Context: an optimization exercise on an open-source flow, tuned for a short achievable clock period and few clock cycles. The choices shown serve that exercise and are no tape-out recipe. Where RTL was checked, it was by simulation tests only, not by an equivalence proof against the original. Power and IR drop assume default switching activity.

==> exp/xenon <==
// mips_core
module mips_core (
    input  logic            clk,
    input  logic            rst,
    output mips_pkg::word_t iport_addr_o,
    input  mips_pkg::word_t iport_data_i,
    output mips_pkg::word_t dport_addr_o,
    output mips_pkg::word_t dport_wdata_o,
    output logic            dport_we_o,
    output logic            dport_re_o,
    input  mips_pkg::word_t dport_rdata_i
);
clock: 6.5 ns
lec_check: 0
abc_clock_period_in_ps: 2500
cap_margin: 20
core_margin: 2
core_utilization: 40
setup_slack_margin: 4.3
slew_margin: 20
synth_hierarchical: 1
synth_minimum_keep_size: 0
run.sh (not shown) runs the stock make flow with config.mk's settings and CLKGATE_MAP_FILE= SYNTH_SCRIPT=/design/flow/synth_recipe.tcl, a recipe that flattens the netlist after the stock synthesis.
==> exp/umber: changes against exp/xenon <==
--- a/flow/design.v
+++ b/flow/design.v
@@ -214,10 +214,16 @@
     for (genvar k = 0; k < 2; k++) begin : g_w
         ks_nor u_w (.a(v[2*k]), .b(v[2*k+1]), .y(w[k]));
     end
     ks_a21oi u_y (.a(w[0]), .b(w[1]), .c(kill), .y(y));
 endmodule
+module ks_slt (input logic a, b, c, output logic y);
+    logic and_n, or_n;
+    ks_nand  u_and (.a(a), .b(b), .y(and_n));
+    ks_nor   u_or  (.a(a), .b(b), .y(or_n));
+    ks_mux2i u_y   (.s(c), .a(and_n), .b(or_n), .y(y));
+endmodule
 `timescale 1ns/1ns
 module mips_core (
     input  logic            clk,
     input  logic            rst,
     output mips_pkg::word_t iport_addr_o,
@@ -242,13 +248,17 @@
     logic [NID-1:0]  id_bq, id_bn;
     logic            id_zp, id_zq_r, id_zq_f, id_zn_r, id_zn_f;
     logic            id_kill;        
     logic            id_we_f;        
     ra_t             id_wa_f;
+    logic            id_use_rs, id_use_rt;
     word_t ex_a, ex_b, ex_t;         
     word_t ex_nimm;                  
     logic  ex_a_res, ex_b_pos, ex_b_neg, ex_t_res;
+    logic  ex_s_rr, ex_s_fr, ex_s_rp, ex_s_rn, ex_s_ff;
+    logic  ex_as_rr, ex_as_fr, ex_as_rp, ex_as_rn, ex_as_ff;
+    logic  ex_ss_rr, ex_ss_fr, ex_ss_rp, ex_ss_rn;
     logic  ex_sub, ex_add, ex_and, ex_or, ex_xor, ex_slt;
     logic  ex_ld, ex_st, ex_we;
     ra_t   ex_wa;
     logic            ex_mc;
     logic [NEX-1:0]  ex_mq, ex_mn;
@@ -288,14 +298,12 @@
     assign d_beq   = op == 6'h04;
     assign d_bne   = op == 6'h05;
     assign d_br    = d_beq | d_bne;
     assign d_wa = id_wa_f;
     assign d_we = id_we_f && !id_kill;
-    logic d_use_rs, d_use_rt, stall;
-    assign d_use_rs = d_r | d_addiu | d_ori | d_lw | d_sw | d_br;
-    assign d_use_rt = d_r | d_sw | d_br;
-    assign stall    = ex_ld && ((id_a_ex && d_use_rs) || (id_b_ex && d_use_rt));
+    logic stall;
+    assign stall = ex_ld && !id_kill && ((id_a_ex && id_use_rs) || (id_b_ex && id_use_rt));
     ra_t   f_rs, f_rt;
     word_t f_ra, f_rb;
     assign f_rs = iport_data_i[25:21];
     assign f_rt = iport_data_i[20:16];
     logic [5:0] f_op, f_fn;
@@ -305,10 +313,20 @@
     assign f_fn = iport_data_i[5:0];
     assign f_r  = f_op == 6'h00 && (f_fn == 6'h21 || f_fn == 6'h23 || f_fn == 6'h24 ||
                                     f_fn == 6'h25 || f_fn == 6'h26 || f_fn == 6'h2a);
     assign f_wa = f_r ? iport_data_i[15:11] : iport_data_i[20:16];
     assign f_we = (f_r || f_op == 6'h09 || f_op == 6'h0d || f_op == 6'h23) && f_wa != 5'd0;
+    logic f_use_rs, f_use_rt;
+    assign f_use_rs = f_r || f_op == 6'h09 || f_op == 6'h0d || f_op == 6'h23 || f_op == 6'h2b ||
+                      f_op == 6'h04 || f_op == 6'h05;
+    assign f_use_rt = f_r || f_op == 6'h2b || f_op == 6'h04 || f_op == 6'h05;
+    ra_t   h_rs, h_rt;
+    word_t h_ra, h_rb;
+    assign h_rs = id_instr[25:21];
+    assign h_rt = id_instr[20:16];
+    assign h_ra = (h_rs == 5'd0) ? 32'd0 : (wb_we && wb_wa == h_rs) ? wb_data : regs[h_rs];
+    assign h_rb = (h_rt == 5'd0) ? 32'd0 : (wb_we && wb_wa == h_rt) ? wb_data : regs[h_rt];
     assign f_ra = (f_rs == 5'd0) ? 32'd0 : (wb_we && wb_wa == f_rs) ? wb_data : regs[f_rs];
     assign f_rb = (f_rt == 5'd0) ? 32'd0 : (wb_we && wb_wa == f_rt) ? wb_data : regs[f_rt];
     logic f_a_ex, f_a_mem, f_a_wb, f_b_ex, f_b_mem, f_b_wb;
     assign f_a_ex  = d_we   && d_wa   == f_rs;
     assign f_a_mem = ex_we  && ex_wa  == f_rs;
@@ -381,26 +399,37 @@
                         .e({3'd0, eq_z_f, eq_z_r, id_eq}), .y(id_redirect[k]));
     end
     word_t a, b, t;
     word_t sum;
     word_t alu;
-    logic  c31, slt;
+    logic  slt;
     assign a = ({32{ex_a_res}} & mem_res) | ex_a;
     assign b = ({32{ex_b_pos}} & mem_res) | ({32{ex_b_neg}} & ~mem_res) | ex_b;
     assign t = ({32{ex_t_res}} & mem_res) | ex_t;
-    ks_add32c u_alu_add (.x(a), .y(b), .ci(ex_sub), .s(sum), .c31(c31));
-    logic slt_and_n, slt_or_n;
-    ks_nand u_slt_and (.a(a[31]), .b(b[31]), .y(slt_and_n));
-    ks_nor  u_slt_or  (.a(a[31]), .b(b[31]), .y(slt_or_n));
-    ks_mux2i u_slt (.s(c31), .a(slt_and_n), .b(slt_or_n), .y(slt));
+    word_t mem_res_n, s_rr, s_fr, s_rp, s_rn;
+    logic  c_rr, c_fr, c_rp, c_rn;
+    assign mem_res_n = ~mem_res;
+    ks_add32c u_add_rr (.x(ex_a),    .y(ex_b),      .ci(ex_sub), .s(s_rr), .c31(c_rr));
+    ks_add32c u_add_fr (.x(mem_res), .y(ex_b),      .ci(ex_sub), .s(s_fr), .c31(c_fr));
+    ks_add32c u_add_rp (.x(ex_a),    .y(mem_res),   .ci(ex_sub), .s(s_rp), .c31(c_rp));
+    ks_add32c u_add_rn (.x(ex_a),    .y(mem_res_n), .ci(ex_sub), .s(s_rn), .c31(c_rn));
+    assign sum = ({32{ex_s_rr}} & s_rr) | ({32{ex_s_fr}} & s_fr) | ({32{ex_s_rp}} & s_rp)
+               | ({32{ex_s_rn}} & s_rn) | ({32{ex_s_ff}} & {mem_res[30:0], 1'b0});
+    logic slt_rr, slt_fr, slt_rn;
+    ks_slt u_slt_rr (.a(ex_a[31]),    .b(ex_b[31]),      .c(c_rr), .y(slt_rr));
+    ks_slt u_slt_fr (.a(mem_res[31]), .b(ex_b[31]),      .c(c_fr), .y(slt_fr));
+    ks_slt u_slt_rn (.a(ex_a[31]),    .b(mem_res_n[31]), .c(c_rn), .y(slt_rn));
+    assign slt = (ex_ss_rr & slt_rr) | (ex_ss_fr & slt_fr) | (ex_ss_rn & slt_rn);
     word_t logic_res;
     always_comb begin
         for (int i = 0; i < 32; i++) begin
             logic_res[i] = (a[i] ^ b[i]) ? (ex_or | ex_xor) : (a[i] & (ex_and | ex_or));
         end
     end
-    assign alu = ({32{ex_add}} & sum) | logic_res | {31'd0, ex_slt & slt};
+    assign alu = ({32{ex_as_rr}} & s_rr) | ({32{ex_as_fr}} & s_fr) | ({32{ex_as_rp}} & s_rp)
+               | ({32{ex_as_rn}} & s_rn) | ({32{ex_as_ff}} & {mem_res[30:0], 1'b0})
+               | logic_res | {31'd0, slt};
     logic [NEX-1:0] ex_eq;
     ks_eq32 u_eq_at (.x(ex_a),    .y(ex_t),    .eq(ex_eq[0]));
     ks_eq32 u_eq_mt (.x(mem_res), .y(ex_t),    .eq(ex_eq[1]));
     ks_eq32 u_eq_am (.x(ex_a),    .y(mem_res), .eq(ex_eq[2]));
     logic [8:0] mispredict;
@@ -432,10 +461,12 @@
         end
         id_kill <= rst || mispredict[8];
         if (!stall) begin
             id_we_f  <= f_we;
             id_wa_f  <= f_wa;
+            id_use_rs <= f_use_rs;
+            id_use_rt <= f_use_rt;
             id_bc    <= f_bc;
             id_bq    <= (f_br && !f_late && !f_zpat && !f_bne) ? f_pair : '0;
             id_bn    <= (f_br && !f_late && !f_zpat && f_bne) ? f_pair : '0;
             id_zp    <= f_zpat;
             id_zq_r  <= f_zpat && !f_bne && !f_z_af;
@@ -462,12 +493,12 @@
             id_zp    <= 1'b0;
             id_zq_r  <= 1'b0;
             id_zq_f  <= 1'b0;
             id_zn_r  <= 1'b0;
             id_zn_f  <= 1'b0;
-            if (id_a_wb) id_ra <= wb_data;
-            if (id_b_wb) id_rb <= wb_data;
+            id_ra    <= h_ra;
+            id_rb    <= h_rb;
             id_a_ex  <= 1'b0;
             id_a_ld  <= id_a_ex;
             id_a_res <= 1'b0;
             id_a_wb  <= id_a_ld || id_a_res;
             id_a_rf  <= id_a_wb || id_a_rf;
@@ -484,18 +515,35 @@
     assign e_a_reg   = !id_a_ex;
     assign e_t_res   = id_b_ex;
     assign e_t_reg   = !id_b_ex;
     assign e_late_br = d_br && id_late;
     assign e_pair    = {e_a_reg && e_t_res, e_a_res && e_t_reg, e_a_reg && e_t_reg};
+    logic s_af, s_bf, s_add;
+    assign s_af  = id_a_ex;
+    assign s_bf  = id_b_ex && !d_use_imm;
+    assign s_add = d_addu | d_subu | d_addiu | d_lw | d_sw;
     always_ff @(posedge clk) begin
         ex_a      <= id_a_ex ? 32'd0 : val_a;
         ex_b      <= d_use_imm ? imm_ext : (id_b_ex ? 32'd0 : ((d_subu | d_slt) ? ~val_b : val_b));
         ex_t      <= id_b_ex ? 32'd0 : val_b;
         ex_nimm   <= nimm;
         ex_a_res  <= e_a_res;
         ex_b_pos  <= id_b_ex && !d_use_imm && !(d_subu | d_slt);
         ex_b_neg  <= id_b_ex && !d_use_imm && (d_subu | d_slt);
+        ex_s_rr   <= !s_af && !s_bf;
+        ex_s_fr   <=  s_af && !s_bf;
+        ex_s_rp   <= !s_af &&  s_bf && !(d_subu | d_slt);
+        ex_s_rn   <= !s_af &&  s_bf &&  (d_subu | d_slt);
+        ex_s_ff   <=  s_af &&  s_bf && !(d_subu | d_slt);
+        ex_as_rr  <= s_add && !s_af && !s_bf;
+        ex_as_fr  <= s_add &&  s_af && !s_bf;
+        ex_as_rp  <= s_add && !s_af &&  s_bf && !(d_subu | d_slt);
+        ex_as_rn  <= s_add && !s_af &&  s_bf &&  (d_subu | d_slt);
+        ex_as_ff  <= s_add &&  s_af &&  s_bf && !(d_subu | d_slt);
+        ex_ss_rr  <= d_slt && !s_af && !s_bf;
+        ex_ss_fr  <= d_slt &&  s_af && !s_bf;
+        ex_ss_rn  <= d_slt && !s_af &&  s_bf;
         ex_t_res  <= e_t_res;
         ex_wa     <= d_wa;
         ex_sub    <= d_subu | d_slt;
         ex_add    <= d_addu | d_subu | d_addiu | d_lw | d_sw;
         ex_and    <= d_and;
==> notes <==
exp/umber completed without violations. exp/xenon ran to the end with no violations. Against exp/xenon, the power of exp/umber is larger by 17%. Between exp/xenon and exp/umber, the lower sequential share of layout area is in exp/umber (gap 8.8 points). Of exp/umber and exp/xenon, exp/xenon has the higher register-to-register slack (gap 60 ps). Of exp/umber and exp/xenon, exp/umber has the higher sequential power (gap about 5%, measured against exp/xenon). Between exp/umber and exp/xenon, the lower wire length is in exp/xenon (gap 58%, measured against exp/xenon). Global-route usage: exp/xenon is lower than exp/umber (6.5 points). Of exp/umber and exp/xenon, exp/umber has the higher combinational power (gap 41%, measured against exp/xenon). Final cell count: exp/xenon is smaller than exp/umber (26%). Via count: exp/umber is higher than exp/xenon (52%). Between exp/xenon and exp/umber, the lower synthesized cell count is in exp/xenon (gap about 30%, measured against exp/umber). In exp/umber the clock skew is higher than in exp/xenon, by 11 ps.
Testbench counts of exp/xenon, summed over its fixed seeds: cycles 72,335.
No functional check of the RTL was part of exp/umber.

## re-timing with driven ports
No port has a modelled driver above. Below, the same layouts with a new extraction and two added sets of constraints. Step 1 assumes that a clkbuf_16 drives the clock port and a buf_2 every other input. Step 2 moves the port delays by t, midway between the first and last clock arrival at a register: inputs arrive t later, outputs are due t later. That takes back most of the time a late clock gives input paths. a / b / c = no drivers / after step 1 / after step 2; a / b = the first two.
| run | t, ns | slack for setup (ns) | latest minus earliest clock arrival (ns) | slew at the worst register clock pin (ns) | worst slew at a driven data input, ns |
|---|---|---|---|---|---|
| exp/xenon | 0.925 | 3.760 / 3.733 / 2.872 | 0.080 / 0.080 | 0.07 / 0.07 | 0.44 |
| exp/umber | 0.958 | 3.697 / 3.592 / 2.634 | 0.093 / 0.093 | 0.07 / 0.07 | 0.51 |
After both steps every run listed still meets setup and hold. The setup slack of exp/umber, which loses most, moves by -0.105 ns with the drivers and by -1.063 ns with both steps.
